This design comes from an exercise in tuning for a short achievable clock period and few clock cycles on the open sky130 flow, not from production work.
Function was checked by simulation only, so behaviour that the tests miss may differ from the original.
Power figures rest on the tool's default switching activity, not on a simulated workload.

== 06-11 ==
## cpuCore
module cpuCore (
    input  logic            clk,
    input  logic            reset,
    input  cpuPkg::dataWord instrData,
    input  cpuPkg::dataWord dataRData,
    output cpuPkg::dataWord instrAddr,
    output cpuPkg::dataWord dataAddr,
    output cpuPkg::dataWord dataWData,
    output logic            dataWrite
);
clock: 10.0 ns
lec_check: 0
cap_margin: 20
core_margin: 2
core_utilization: 45
slew_margin: 20
tns_end_percent: 10
standard.sh (not shown) runs the stock make flow with config.mk's settings and CLKGATE_MAP_FILE= SYNTH_SCRIPT=/design/flow/synth_recipe.tcl, a recipe that flattens the netlist after the stock synthesis.
==> flow/flow/run.sh <==
#!/bin/bash
# The standard layout (same synthesis, floorplan, constraints and steps), with a larger
# setup margin for ORFS's timing repair so that it keeps shortening the critical paths
# beyond the 10 ns constraint. Make's full output goes to make.log in this folder; ORFS
# also keeps each step's log under orfs/logs/.
set -euo pipefail
bash standard.sh SETUP_SLACK_MARGIN=7.5 finish > make.log 2>&1
Testbench counts of 06-11, summed over its fixed seeds: cycles 53,671.
## Diff of input files: 09-23 against 06-11
diff --git a/flow/design.v b/flow/design.v
--- a/flow/design.v
+++ b/flow/design.v
@@ -86,16 +86,14 @@
     logic irV, irP;
     word ir, irPc, irPc4, irT;
     logic exLoad, exStore, exBr, exBne, exJr, exJal, exPred, exBtb;
     word exPc, exTgt;
     logic exAnd, exOr, exSlt;
     ridx exDest;
     word exA, exB, exC, exAlt;
-    logic exBXp, exBXn, exBMp, exBMn, exBRp, exBRn;
-    word opBs, exBn, mResultN, rValN;
     logic exAX, exAM, exAR, exBX, exBM, exBR, exCX, exCM, exCR, exCtl, exInv, exAddSub, exNeg;
     logic [8:0] exSel;
     ridx mDest, wDest, rDest;
     logic mLoad, mStore, wLoad;
     word mResult, mAddr, mWData, wResult, rVal;
     logic stall, kill, dRedirect;
     word killTarget, dTarget;
@@ -275,16 +273,15 @@
                 end else if (kill) begin
                     skidV <= 1'b0;
                 end
                 skidFull <= 1'b1;
             end
         end
     end
-    logic aM, aR, bM, bR, dNeg;
-    assign dNeg = isR && (funct == cpuPkg::fnSubu || funct == cpuPkg::fnSlt);
+    logic aM, aR, bM, bR;
     always_ff @(posedge clk) begin
         if (reset || stall || !irV) begin
             exDest <= '0;
             exLoad <= 1'b0;
             exStore <= 1'b0;
             exBr <= 1'b0;
             exJr <= 1'b0;
@@ -314,50 +311,40 @@
         aR = fAR && !(isJal || isLui);
         if (isJal) exB <= pc8;
         else if (isLui) exB <= {ir[15:0], 16'b0};
         else if (isOri) exB <= zImm;
         else if (isAddiu || isLw || isSw) exB <= sImm;
         else if (isJr) exB <= irP ? irT : rasTop;
         else exB <= valB;
-        exBn <= ~valB;
         bM = fBM && (isAlu3 || isBeq || isBne);
         bR = fBR && (isAlu3 || isBeq || isBne);
         exAX <= !aM && !aR;
         exAM <= aM;
         exAR <= aR;
         exBX <= !bM && !bR;
         exBM <= bM;
         exBR <= bR;
-        exBXp <= !bM && !bR && !dNeg;
-        exBXn <= !bM && !bR && dNeg;
-        exBMp <= bM && !dNeg;
-        exBMn <= bM && dNeg;
-        exBRp <= bR && !dNeg;
-        exBRn <= bR && dNeg;
         exSel <= {!aM && !aR && !bM && !bR, !aM && !aR && bM, !aM && !aR && bR,
                   aM && !bM && !bR, aM && bM, aM && bR,
                   aR && !bM && !bR, aR && bM, aR && bR};
         exInv <= isJr || (isBne ^ (irP || ir[15]));
         exAddSub <= isAddiu || isLw || isSw || isR && (funct == cpuPkg::fnAddu || funct == cpuPkg::fnSubu);
-        exNeg <= dNeg;
+        exNeg <= isR && (funct == cpuPkg::fnSubu || funct == cpuPkg::fnSlt);
         exC <= valB;
         exCX <= !fBM && !fBR;
         exCM <= fBM;
         exCR <= fBR;
     end
     word opA, opB, opC, sum, aluOut;
     logic eq, lt, taken;
     assign opA = ({32{exAX}} & exA) | ({32{exAM}} & mResult) | ({32{exAR}} & rVal);
-    assign opBs = ({32{exBXp}} & exB) | ({32{exBXn}} & exBn) |
-                  ({32{exBMp}} & mResult) | ({32{exBMn}} & mResultN) |
-                  ({32{exBRp}} & rVal) | ({32{exBRn}} & rValN);
     assign opB = ({32{exBX}} & exB) | ({32{exBM}} & mResult) | ({32{exBR}} & rVal);
     assign opC = ({32{exCX}} & exC) | ({32{exCM}} & mResult) | ({32{exCR}} & rVal);
-    assign sum = ksAdd(opA, opBs, exNeg);
-    assign lt  = (opA[31] == opBs[31]) ? opA[31] : sum[31];
+    assign sum = ksAdd(opA, opB ^ {32{exNeg}}, exNeg);
+    assign lt  = (opA[31] != opB[31]) ? opA[31] : sum[31];
     assign aluOut = ({32{exAddSub}} & sum) | ({32{exAnd}} & (opA & opB)) |
                     ({32{exOr}} & (opA | opB)) | {31'b0, exSlt && lt};
     logic [8:0] eqs;
     assign eqs = {exA == exB, exA == mResult, exA == rVal,
                   mResult == exB, 1'b1, mResult == rVal,
                   rVal == exB, rVal == mResult, 1'b1};
     assign eq = |(exSel & eqs);
@@ -371,15 +358,14 @@
             mStore <= 1'b0;
         end else begin
             mDest <= exDest;
             mLoad <= exLoad;
             mStore <= exStore;
         end
         mResult <= aluOut;
-        mResultN <= ~aluOut;
         mAddr <= sum;
         insReq <= !reset && !exBtb && ((exBr && taken) || exJal || exJr);
         insKey <= exPc;
         insT <= exTgt;
         insRet <= exJr;
         mWData <= opC;
     end
@@ -394,10 +380,9 @@
         end else begin
             wDest <= mDest;
             wLoad <= mLoad;
             rDest <= wDest;
         end
         wResult <= mResult;
         rVal <= wLoad ? dataRData : wResult;
-        rValN <= ~(wLoad ? dataRData : wResult);
     end
 endmodule
Results
Diff 06-11 -> 09-23 | detailed route wirelength on metal3 | up slightly. 09-23 vs 06-11 — non-clock buffer count rose about 8%. Diff 06-11 -> 09-23 | multi-input gate area in the final layout | decrease of about 1.3%. Diff 09-23 and 06-11: area added between synthesis and finish lower in 06-11. Portion of the layout cell area used by clock cells was lower in 09-23 than in 06-11. NOTE detailed placement HPWL 06-11->09-23 decreased by a little under 10%. Measured against each other, 09-23 and 06-11 differ in global-route total usage across every layer, the lower figure coming from 09-23. Clock latency of the later-clocked register in the worst-skew pair: 09-23 vs 06-11 — no meaningful difference. 09-23 vs 06-11, clock power went down by about 5%. | number of standard cells in the final layout excluding fillers | 09-23 vs 06-11 | 302 lower |. Of 09-23 and 06-11, it is 09-23 that has the lower synthesized area. STATUS net switching component of the power: 09-23 wins against 06-11.
Testbench counts of 09-23, summed over its fixed seeds: cycles 53,671.

afterwards: timing with drivers on the ports:
The flow's constraints put no driver on any port. The routed layouts listed below were extracted and timed again, unchanged, in two steps.
Step 1 assumes that a clkbuf_16 drives the clock port and a buf_2 every other input.
Step 2, shift: input delay + t, output delay - t, t = (earliest + latest rising clock arrival at the registers) / 2. This alone moves slack from input paths to output paths.
Slacks: ideal / step 1 / step 2; pairs: ideal / step 1.
run	t (ns)	setup slack, ns	worst setup path at the end	clock arrival spread, ns
06-11	1.004	5.878 / 5.878 / 5.396	input to register	0.085 / 0.085
09-23	1.002	6.098 / 6.098 / 5.475	input to register	0.067 / 0.067
After both steps setup and hold are still met in every run listed. For 09-23, which loses most, drivers alone change the setup slack by 0.000 ns; drivers and shift together by -0.623 ns.
